This design comes from an exercise in tuning for small area and few clock cycles on the open sky130 flow, not from production work. The RTL was checked by simulation tests, not by an equivalence proof against the original design. Power and IR drop assume default switching activity.

== v25 ==
==> flow/design.v <==
package dcache_pkg;
  typedef logic [31:0] word_t;
  localparam int WORDS_PER_BLK = 2;
  localparam int WSEL_W        = $clog2(WORDS_PER_BLK);  
  localparam int BLKOFF_W      = WSEL_W + 2;             
  localparam word_t HIT_CNT_ADDR = 32'h0000_3100;
  typedef enum logic [2:0] {
    IDLE,        
    WB,          
    FILL,        
    FLUSH_SCAN,  
    FLUSH_WB,    
    HIT_STORE,   
    HALTED       
  } ctrl_state_t;
  typedef enum logic [1:0] {
    MEM_NONE,  
    MEM_WB,    
    MEM_FILL,  
    MEM_CNT    
  } mem_op_t;
endpackage
`timescale 1ns/1ps
module dcache (
  input  logic        CLK,
  input  logic        nRST,
  input  logic        dmemren,
  input  logic        dmemwen,
  input  logic [31:0] dmemaddr,
  input  logic [31:0] dmemstore,
  input  logic        halt,
  output logic        dhit,
  output logic [31:0] dmemload,
  output logic        flushed,
  output logic        dren,
  output logic        dwen,
  output logic [31:0] daddr,
  output logic [31:0] dstore,
  input  logic [31:0] dload,
  input  logic        dwait
);
  localparam logic [29:0] HC_WORD = 30'h0000_0C40;   
  localparam logic [1:0] G_NONE = 2'd0, G_DEM = 2'd1, G_VB = 2'd2, G_CNT = 2'd3;
  logic [25:0] tag_q  [0:15];
  logic [31:0] dat0_q [0:15];
  logic [31:0] dat1_q [0:15];
  logic [15:0] wv0_q, wv1_q;    
  logic [15:0] wd0_q, wd1_q;    
  logic [7:0]  lru_q;           
  logic [28:0] vb_blk_q;
  logic [31:0] vb_w0_q, vb_w1_q;
  logic [1:0]  vb_d_q;          
  logic [31:0] hit_cnt_q;
  logic        cnt_done_q;
  logic [2:0]  ridx;
  logic [25:0] rtag;
  logic        rw;
  logic [15:0] fd;              
  logic        any_fd;
  logic [3:0]  pe_f;            
  logic [2:0]  sidx;
  logic [25:0] tag0, tag1;
  logic        v0, v1, m0, m1, thit, hway, vway, away;
  logic        xway;
  logic [3:0]  xf;
  logic [31:0] s0_w0, s0_w1, s1_w0, s1_w1;
  logic [31:0] s0_rd, s1_rd, x_w0, x_w1;
  logic [25:0] x_tag;
  logic [1:0]  x_d, v_d;
  logic        ok0, ok1, word_ok;
  assign ridx = dmemaddr[5:3];
  assign rtag = dmemaddr[31:6];
  assign rw   = dmemaddr[2];
  assign fd     = wd0_q | wd1_q;
  assign any_fd = |fd;
  always_comb begin
    pe_f = 4'd0;
    for (int i = 15; i >= 0; i--) begin
      if (fd[i]) pe_f = 4'(i);
    end
  end
  assign sidx = halt ? pe_f[3:1] : ridx;
  assign tag0 = tag_q[{sidx, 1'b0}];
  assign tag1 = tag_q[{sidx, 1'b1}];
  assign v0   = wv0_q[{sidx, 1'b0}] | wv1_q[{sidx, 1'b0}];
  assign v1   = wv0_q[{sidx, 1'b1}] | wv1_q[{sidx, 1'b1}];
  assign m0   = v0 && (tag0 == rtag);
  assign m1   = v1 && (tag1 == rtag);
  assign thit = m0 || m1;
  assign hway = m1;
  assign vway = !v0 ? 1'b0 : !v1 ? 1'b1 : lru_q[sidx];
  assign away = thit ? hway : vway;
  assign xway = halt ? pe_f[0] : thit ? !hway : vway;
  assign xf   = {sidx, xway};
  assign s0_w0 = dat0_q[{sidx, 1'b0}];
  assign s0_w1 = dat1_q[{sidx, 1'b0}];
  assign s1_w0 = dat0_q[{sidx, 1'b1}];
  assign s1_w1 = dat1_q[{sidx, 1'b1}];
  assign s0_rd = rw ? s0_w1 : s0_w0;
  assign s1_rd = rw ? s1_w1 : s1_w0;
  assign x_w0  = xway ? s1_w0 : s0_w0;
  assign x_w1  = xway ? s1_w1 : s0_w1;
  assign x_tag = xway ? tag1 : tag0;
  assign x_d   = {wd1_q[xf], wd0_q[xf]};
  assign v_d   = {wd1_q[{sidx, vway}], wd0_q[{sidx, vway}]};
  assign ok0 = m0 && (rw ? wv1_q[{sidx, 1'b0}] : wv0_q[{sidx, 1'b0}]);
  assign ok1 = m1 && (rw ? wv1_q[{sidx, 1'b1}] : wv0_q[{sidx, 1'b1}]);
  assign word_ok = ok0 || ok1;
  logic        vb_busy, vb_wsel, vb_last, vb_hazard;
  logic        dem_rd;
  logic [1:0]  gnt;
  assign vb_busy   = |vb_d_q;
  assign vb_wsel   = !vb_d_q[0];
  assign vb_last   = (vb_d_q != 2'b11);
  assign vb_hazard = vb_busy && (vb_blk_q == {rtag, ridx});
  assign dem_rd = dmemren && (thit ? !word_ok : ((v_d == 2'b00) || !vb_busy) && !vb_hazard);
  always_comb begin
    if (dem_rd)                               gnt = G_DEM;
    else if (vb_busy)                         gnt = G_VB;
    else if (halt && !any_fd && !cnt_done_q)  gnt = G_CNT;
    else                                      gnt = G_NONE;
  end
  assign dren = !dwait && (gnt == G_DEM);
  assign dwen = !dwait && ((gnt == G_VB) || (gnt == G_CNT));
  assign daddr  = dem_rd ? {dmemaddr[31:2], 2'b00} :
                  vb_busy ? {vb_blk_q, vb_wsel, 2'b00} : {HC_WORD, 2'b00};
  assign dstore = !vb_busy ? hit_cnt_q : (vb_wsel ? vb_w1_q : vb_w0_q);
  logic vb_free, dhit_r, dhit_w, alloc, dem_done, vb_load;
  assign vb_free  = !vb_busy || ((gnt == G_VB) && !dwait && vb_last);
  assign dem_done = (gnt == G_DEM) && !dwait;
  assign dhit_r = dmemren && (word_ok || dem_done);
  assign dhit_w = dmemwen && (thit || (((v_d == 2'b00) || !vb_busy || (!dwait && vb_last)) && !vb_hazard));
  assign dhit   = dhit_r || dhit_w;
  assign alloc  = dhit && !thit;
  assign dmemload = ok1 ? s1_rd : ok0 ? s0_rd : dload;
  logic        dw_en, dw_word;
  logic [3:0]  dw_f;
  logic [31:0] dw_data;
  assign dw_en   = dhit_w || dem_done;
  assign dw_f    = {ridx, away};
  assign dw_word = rw;
  assign dw_data = dmemwen ? dmemstore : dload;
  assign vb_load = vb_free && (halt ? any_fd : ((dmemren || dmemwen) && (x_d != 2'b00)));
  always_ff @(posedge CLK) begin
    if (dw_en && !dw_word) dat0_q[dw_f] <= dw_data;
    if (dw_en &&  dw_word) dat1_q[dw_f] <= dw_data;
    if (alloc) tag_q[{ridx, vway}] <= rtag;
    if (vb_load) begin
      vb_blk_q <= {x_tag, sidx};
      vb_w0_q  <= x_w0;
      vb_w1_q  <= x_w1;
    end
  end
  always_ff @(posedge CLK) begin
    if (!nRST) begin
      wv0_q      <= '0;
      wv1_q      <= '0;
      wd0_q      <= '0;
      wd1_q      <= '0;
      lru_q      <= '0;
      vb_d_q     <= '0;
      hit_cnt_q  <= '0;
      cnt_done_q <= 1'b0;
    end else begin
      if (vb_load) begin
        wd0_q[xf] <= 1'b0;
        wd1_q[xf] <= 1'b0;
      end
      if (alloc) begin
        wv0_q[{ridx, vway}] <= !rw;
        wv1_q[{ridx, vway}] <=  rw;
        wd0_q[{ridx, vway}] <= dmemwen && !rw;
        wd1_q[{ridx, vway}] <= dmemwen &&  rw;
      end else if (dw_en) begin
        if (!dw_word) wv0_q[dw_f] <= 1'b1;
        if ( dw_word) wv1_q[dw_f] <= 1'b1;
        if (dhit_w && !dw_word) wd0_q[dw_f] <= 1'b1;
        if (dhit_w &&  dw_word) wd1_q[dw_f] <= 1'b1;
      end
      if (dhit) begin
        lru_q[ridx] <= !away;
        if (thit) hit_cnt_q <= hit_cnt_q + 32'd1;
      end
      if (vb_load) begin
        vb_d_q <= x_d;
      end else if ((gnt == G_VB) && !dwait) begin
        vb_d_q[vb_wsel] <= 1'b0;
      end
      if ((gnt == G_CNT) && !dwait) cnt_done_q <= 1'b1;
    end
  end
  assign flushed = cnt_done_q;
endmodule
Settings: LEC_CHECK=0, CAP_MARGIN=20, CORE_MARGIN=2, CORE_UTILIZATION=65, CTS_BUF_LIST=sky130_fd_sc_hd__clkbuf_4, CTS_CLUSTER_DIAMETER=40, CTS_CLUSTER_SIZE=8, PLACE_DENSITY=0.75, SLEW_MARGIN=20; clock period 12.0 ns.
run.sh (not shown) runs the stock make flow with config.mk's settings and CLKGATE_MAP_FILE= SYNTH_SCRIPT=/design/flow/synth_recipe.tcl, a recipe that flattens the netlist after the stock synthesis.
Testbench counts of v25, summed over its fixed seeds: cycles 4,131.
--- input diff v25..v36 ---
- removing CTS_CLUSTER_DIAMETER (formerly 40)
- removing CTS_BUF_LIST (formerly sky130_fd_sc_hd__clkbuf_4)
- changing CORE_UTILIZATION from 65 to 40
- removing CTS_CLUSTER_SIZE (formerly 8)
- removing PLACE_DENSITY (formerly 0.75)
Findings:
- Note that the HPWL reported at the end of detailed placement recorded for v25 amounts to 0.946 times the value seen in v36.
- Looking only at sum of buffers and inverters on the critical path, and setting everything else aside, the higher value of v36 and v25 goes to v25.
- The run showing the smaller pre-CTS worst setup slack is v36.
- Core utilization | v36 below v25
- Changes observed in v36 relative to v25: maximum clock frequency did not really move; max capacitance violation total held steady; final non-filler cell total rose 11%; relative contribution of combinational cells to total power moved down; count of cell instances traversed by the critical path rose by 2.
- Count of TritonRoute iterations in the first routing pass for v36: 3 down relative to v25
diff inputs: v36 => v32
- a change of CORE_UTILIZATION from 40 to 55
- an added CTS_BUF_LIST of sky130_fd_sc_hd__clkbuf_4
- an added PLACE_DENSITY of 0.65
- an added CTS_CLUSTER_DIAMETER of 45
- a change of SLEW_MARGIN from 20 to 10
- an added CTS_CLUSTER_SIZE of 9
- a change of CAP_MARGIN from 20 to 10
## What came out
v36 has a higher design area than v32.
Max power attributed to the clock group across v32 and v36: v36
Maximum clock insertion buffer count: v32 vs v36 identical
Re chip width: v36 was higher than v32.
On v32: clock network area share is 3.5 points lower than what v36 gave.
For the share of cell area taken by multi-input logic gates, v32 came in 1.2 points higher than v36 did.
Here is what was changed in the inputs of v6 compared with v32.
- a change of CTS_CLUSTER_SIZE from 9 to 8
- a change of SLEW_MARGIN from 10 to 20
- a deleted PLACE_DENSITY that had been 0.65
- a change of CORE_UTILIZATION from 55 to 40
- a change of CAP_MARGIN from 10 to 20
- a change of CTS_CLUSTER_DIAMETER from 45 to 40
### Flow results
- The portion of the clock cycle consumed by the worst path in the final layout of v6 is lower than that of v32.
- v6: die area is 37% higher than what v32 reported.
- Relative to v32, via count increased by 1.3% in v6.
- Looking at clock tree cell share of total cell area, v6 sits 1.3 points above v32.
- Filler cell count, v32 and v6: lower on v32
- Compared with v32, v6 shows a initial core utilization that is 15 points lower.
- Minimum setup slack among reg-to-reg paths: lower on v6
- Count of clock-net buffers in the final layout is higher on v6
- Going from v32 to v6, the combinational share of power was found to have gone down by 1.9 points.
- [v6] total instance count after detailed placement rose about 8% relative to v32
- Final setup slack of the worst path: v6 higher than v32

-- port drivers added, routing unchanged --
The results above use ideal ports. As a check the final layouts listed here were re-extracted and re-timed, cells and wires unchanged.
Step 1 sets driving cells, clkbuf_16 on the clock port and buf_2 on the other inputs (assumed; they add their load-dependent delay and slew).
Step 2 adds t to the input delays and takes it off the output delays; t is the mean of the earliest and latest rising clock arrival at the registers after step 1. Input paths then give back, and output paths get back, about the clock's delay inside the block.
a / b / c = no drivers / after step 1 / after step 2; a / b = the first two.
run | shift t [ns] | setup WS [ns] | worst setup path at the end | worst slew at a driven data input, ns | cell pins on the clock port's net
v25 | 1.272 | 0.656 / 0.509 / 0.509 | input to output | 0.14 | 1
v36 | 0.871 | 0.633 / 0.490 / 0.490 | input to output | 0.16 | 1
v32 | 1.344 | 0.563 / 0.496 / 0.496 | input to output | 0.09 | 1
v6 | 1.351 | 0.713 / 0.572 / 0.572 | input to output | 0.17 | 1
After both steps setup and hold are still met in every run listed. For v25, which loses most, drivers alone change the setup slack by -0.147 ns; drivers and shift together by -0.147 ns.
